Context: an optimization exercise on an open-source flow, tuned for small area. The choices shown serve that exercise and are no tape-out recipe.
In this exercise RTL edits were held to simulation tests only and were not proved equivalent to the original.
Power figures rest on the tool's default switching activity, not on a simulated workload.

$ cat flow/config.mk
export PLATFORM = sky130hd
export DESIGN_NAME = wb_regfile
export DESIGN_NICKNAME = wb_regfile
export VERILOG_FILES = /design/flow/design.v
export SDC_FILE = /design/flow/constraint.sdc
export NUM_CORES = 4
export LEC_CHECK = 0
export CAP_MARGIN = 20
export CORE_MARGIN = 2
export CORE_UTILIZATION = 40
export SLEW_MARGIN = 20
$ cat flow/constraint.sdc
create_clock -name core_clock -period 8.0 [get_ports {clk}]
set_input_delay 1.6000 -clock core_clock [delete_from_list [all_inputs] [get_ports {clk}]]
set_output_delay 1.6000 -clock core_clock [all_outputs]
set_load 0.01 [all_outputs]
$ cat flow/design.v
module wb_regfile_rport #(
    parameter int DATA_W = 32,
    parameter int ADDR_W = 5,
    parameter int NREGS  = 2**ADDR_W
) (
    input  logic                          rst,
    input  logic                          ren,
    input  logic [ADDR_W-1:0]             raddr,
    input  logic                          we,
    input  logic [ADDR_W-1:0]             waddr,
    input  logic [DATA_W-1:0]             wdata,
    input  logic [NREGS-1:0][DATA_W-1:0]  regs,
    output logic [DATA_W-1:0]             rdata
);
    logic unused_wb;
    assign unused_wb = &{1'b0, we, waddr, wdata};
    always_comb begin
        rdata = '0;
        if (rst || !ren || raddr == '0) begin
            rdata = '0;
        end
        else begin
            rdata = regs[raddr];
        end
    end
endmodule
module wb_regfile #(
    parameter int DATA_W = 32,
    parameter int ADDR_W = 5,
    parameter int CNT_W  = 16
) (
    input  logic              clk,
    input  logic              rst,
    input  logic              we,
    input  logic [ADDR_W-1:0] waddr,
    input  logic [DATA_W-1:0] wdata,
    input  logic              re1,
    input  logic [ADDR_W-1:0] raddr1,
    output logic [DATA_W-1:0] rdata1,
    input  logic              re2,
    input  logic [ADDR_W-1:0] raddr2,
    output logic [DATA_W-1:0] rdata2,
    output logic              trace_valid,
    output logic [ADDR_W-1:0] trace_waddr,
    output logic [DATA_W-1:0] trace_wdata,
    output logic [CNT_W-1:0]  commit_cnt
);
    localparam int NREGS  = 2**ADDR_W;
    localparam int NUM_RD = 2;
    localparam int STAGES = 1;
    logic [NREGS-1:0][DATA_W-1:0]  regs;
    logic [NUM_RD-1:0]             ren_v;
    logic [NUM_RD-1:0][ADDR_W-1:0] raddr_v;
    logic [NUM_RD-1:0][DATA_W-1:0] rdata_v;
    logic [STAGES:0]               vld_pipe;
    assign vld_pipe[0] = we && (waddr != '0);
    always_ff @(posedge clk or posedge rst) begin
        if (rst) begin
            regs <= '0;
        end else if (vld_pipe[0]) begin
            regs[waddr] <= wdata;
        end
    end
    always_ff @(posedge clk or posedge rst) begin
        if (rst) begin
            vld_pipe[STAGES:1] <= '0;
            trace_waddr        <= '0;
            trace_wdata        <= '0;
        end else begin
            vld_pipe[STAGES:1] <= vld_pipe[STAGES-1:0];
            if (vld_pipe[0]) begin
                trace_waddr <= waddr;
                trace_wdata <= wdata;
            end
        end
    end
    always_ff @(posedge clk or posedge rst) begin
        if (rst) begin
            commit_cnt <= '0;
        end else if (vld_pipe[0]) begin
            commit_cnt <= commit_cnt + CNT_W'(1);
        end
    end
    assign trace_valid = vld_pipe[STAGES];
    assign ren_v   = {re2, re1};
    assign raddr_v = {raddr2, raddr1};
    genvar p;
    generate
        for (p = 0; p < NUM_RD; p++) begin : g_rport
            wb_regfile_rport #(
                .DATA_W (DATA_W),
                .ADDR_W (ADDR_W),
                .NREGS  (NREGS)
            ) u_rport (
                .rst   (rst),
                .ren   (ren_v[p]),
                .raddr (raddr_v[p]),
                .we    (we),
                .waddr (waddr),
                .wdata (wdata),
                .regs  (regs),
                .rdata (rdata_v[p])
            );
        end
    endgenerate
    assign rdata1 = rdata_v[0];
    assign rdata2 = rdata_v[1];
endmodule
$ cat flow/run.sh
#!/bin/bash
# synth_recipe.tcl (not shown) runs the flow's synth.tcl, then flattens the netlist and writes it again
# the make line also repeats each setting of config.mk as NAME=value (left out here)
make -C /OpenROAD-flow-scripts/flow DESIGN_CONFIG=/design/flow/config.mk WORK_HOME=/design/flow/orfs CLKGATE_MAP_FILE= SYNTH_SCRIPT=/design/flow/synth_recipe.tcl finish
==> qor.csv <==
stage,metric,value,unit
power_and_ir_drop,power.density,273.2,nW/µm²
synthesis,syn-num-nets,4016,
placed_design,dp_hpwl,106900,µm
sta,drv_slew,0,
outcome,status,timing/DRC/antenna clean,
die,dieArea,146800,µm²
die,die_height,383.2,µm
sta,post-route-min-period,6441,ps
route,drc,0,
route,viasPerCell,6.030,
synthesis,synth_most_common_cell,dfrtp_1,
job,drv_cap,0,
die,die_x,383.2,µm
critical_path,worst_setup_path_end_kind,output port,
synthesis,synthArstFlopShare,1.000,
clock_network,post-cts-setup-buffers,0,
critical_path,critPathMaxStageDelay,840,ps
critical_path,rr_endpoint,commit_cnt[14]$_DFFE_PP0P_,
cells_and_area,synthToLayoutAreaGrowth,13.17,%
grt,grt_pass1_vias,36990,
clock_network,clock_latency,760,ps
route,vias,35810,
critical_path,worstPathCellList,buf_8 > nand2b_2 > buf_4 > o211ai_1 > a21oi_1 > o31a_1 > clkdlybuf4s50_1,
grt,grt_max_degree,172,
grt,grt_pass1_wl,265600,µm
grt,grt_antenna_before_repair,7,
grt,grtUsageTotal,0.2477,
route,wirelength,180000,µm
synthesis,synth_top_area_cell,dfrtp_1,
synthesis,synth_area_leaders,"dfrtp_1 47%, mux2_2 20%, mux4_2 18%",
cells_and_area,final_util,0.4548,
clock_network,cts_made_buffers,130,
critical_path,worstReg2RegStart,commit_cnt[0]$_DFFE_PP0P_,
synthesis,yosysUniqueCellTypes,52,
synthesis,synth_top_area_share,0.4690,
placed_design,portBuffers,169,
power_and_ir_drop,max-vdd-ir-drop,179.3,µV
critical_path,r2r_slack,6450,ps
clock_network,htreeDepth,4,
cells_and_area,drive_above_1_share,0.4608,
synthesis,ys_seq_elements,1078,
hold_path,min_to,regs[19]$_DFFE_PP0P_,
cells_and_area,final_nets,3996,
route,post_drt_wl_per_cell,30.31,µm
critical_path,startpoint_type,input pin,
die,row_count,139,
clock_network,ctsResizeCount,0,
clock_network,clock-sinks,1078,
sta,hold_viol_final,0,
clock_network,cts_root_buf,clkbuf_16,
route,first_pass_iters,5,
synthesis,synth_edf_count,0,
placed_design,pre_cts_ws,1586,ps
hold_path,hp-class,reg -> reg,
synthesis,synth-seq-area-share,0.4690,
critical_path,cp_max_fo,75,
clock_network,clk_pin_slew_worst_paths,50,ps
sta,max_slew_margin,0.2315,
synthesis,syn_inst,3961,
clock_network,clockBufferDepth,3,
synthesis,synth_area_per_cell,14.52,µm²
critical_path,cp_slowest_cell,nand2b_2,
hold_path,hp-start,regs[19]$_DFFE_PP0P_,
critical_path,criticalPathCategory,in -> out,
sta,rsz0062_at_grt,no,
sta,period_share,0.8051,
grt,overflow,0,
sta,hold_ws,393.2,ps
clock_network,cts_hold_buffers,0,
synthesis,yosys-top-cells-count,"1078 x dfrtp_1, 1009 x mux2_2, 452 x mux4_2, 250 x mux2i_1, 244 x clkbuf_1",
placed_design,place_congestion,0.7960,
critical_path,rr_worst_depth,6,
synthesis,yosysWarnings,2,
power_and_ir_drop,p_leak,28.12,nW
die,start_util,0.4018,
sta,fmax,0.1553,GHz
synthesis,syn_area,57520,µm²
sta,setup_viol,0,
synthesis,ys.flop_type,dfrtp_1,
route,drt-initial-drc-count,2979,
sta,worst_slew_pin_slew,1150,ps
sta,skew,4.283,ps
die,io_pins,170,
die,core_area,143100,µm²
critical_path,required,6400,ps
cells_and_area,n_fill_cell,12670,
critical_path,arrival,4840,ps
hold_path,holdPathStages,0,
sta,fin_ws,1559,ps
route,ant_nets,0,
clock_network,cts_tree,built,
==> stage by stage <==
stage	setup TNS (ps)	std cells	instance area, µm²	power (W)
floorplan	-9501920	3961	57550	0.01066
global placement	0	5709	60770	0.01171
detailed placement	0	5711	60800	0.01185
CTS	0	5934	65130	0.01792
global route	0	5937	65090	0.01862
finish	0	5938	65090	0.01778
==> cell type report <==
type	instances	area, µm²	share of cell area
Multi-Input combinational cell	2407	28470	0.4375
Sequential cell	1078	26980	0.4144
Clock buffer	194	3984	0.06120
Timing Repair Buffer	283	2761	0.04242
Tap cell	1903	2381	0.03658
Clock inverter	29	345.3	0.005305
Inverter	41	160.2	0.002461
Antenna cell	3	7.507	0.0001153
==> kinds of logic (layout without fill, tap and decap cells) <==
family          count (synthesis)  count (layout)  share of synthesized area
buf+inv                       476             547                    0.03907
simple gates                  396             396                    0.02995
xor+xnor                       16              16                   0.002567
mux                          1758            1758                     0.4272
compound gates                234             234                    0.03152
other cells                     0               3                          0
flops                        1078            1078                     0.4690
fa+ha+maj                       3               3                  0.0006527
==> metal layers <==
layer,global-route usage,share of wire,vias to the layer above
li1,-,-,14910
met1,0.3382,0.43,19660
met2,0.4022,0.48,974
met3,0.04435,0.054,254
met4,0.07670,0.028,2
met5,0,0.000044,-
==> report_power, final <==
part           switching, W  internal, W
combinational       0.00159      0.00242
sequential         0.000935      0.00681
clock               0.00238      0.00365
==> how the worst max path moves through the flow <==
stage	start	to	slack (ps)
final	raddr1[1]	rdata1[18]	1560
after global placement	rst	rdata2[0]	1360
after floorplan	rst	rdata2[10]	-11320
after CTS	raddr1[1]	rdata1[18]	1590
after detailed placement	raddr1[1]	rdata1[18]	1590
after global routing	raddr1[1]	rdata1[18]	1470
==> registers in the layout (all words and copies together) (netlist names) <==
| name | cells |
|---|---|
| regs | 1024 |
| trace_waddr | 5 |
| trace_wdata | 32 |
| commit_cnt | 16 |
| vld_pipe | 1 |
==> critical path, delay by kind of cell <==
family | cells | cell delay (ps)
buf+inv | 3 | 1570
simple gates | 1 | 840
compound gates | 3 | 680
==> placed cells by master (no fill, tap or decap), types with 3 or more instances in the layout <==
cell and n:
nor2_4 14, inv_1 38, buf_4 91, dfrtp_1 1078
buf_12 22, mux2i_1 250, and3_1 5, buf_8 5
xnor2_1 11, nand2_2 4, nor2b_1 3, mux2_1 47
clkdlybuf4s50_1 139, diode_2 3, clkbuf_16 138, buf_2 22
buf_6 3, clkinv_2 17, mux4_2 452, a21oi_1 31
nor3_2 3, mux2_2 1009, nand4_1 6, nor3_1 5
bufinv_16 7, o31a_1 62, xor2_1 4, nor2_1 103
o21ai_0 6, nand3_1 8, o211ai_1 31, clkbuf_8 32
ha_1 3, clkbuf_1 24, nor3_4 7, nand2_1 216
o221ai_1 62, nand2b_1 3, o22ai_1 31

==> what the ideal ports hide <==
The results above use ideal ports. As a check the final layout listed here was re-extracted and re-timed, cells and wires unchanged.
Step 1 assumes that a clkbuf_16 drives the clock port and a buf_2 every other input.
Step 2, shift: input delay + t, output delay - t, t = (earliest + latest rising clock arrival at the registers) / 2. This alone moves slack from input paths to output paths.
Three values: no drivers, after step 1, after step 2; two values: the first two.
shift t [ns]: 0.839
setup slack, ns: 1.559 / 1.512 / 1.512
hold slack, ns: 0.393 / 0.393 / 0.393
After both steps this run still meets setup and hold. The setup slack of this run moves by -0.047 ns with the drivers and by -0.047 ns with both steps.
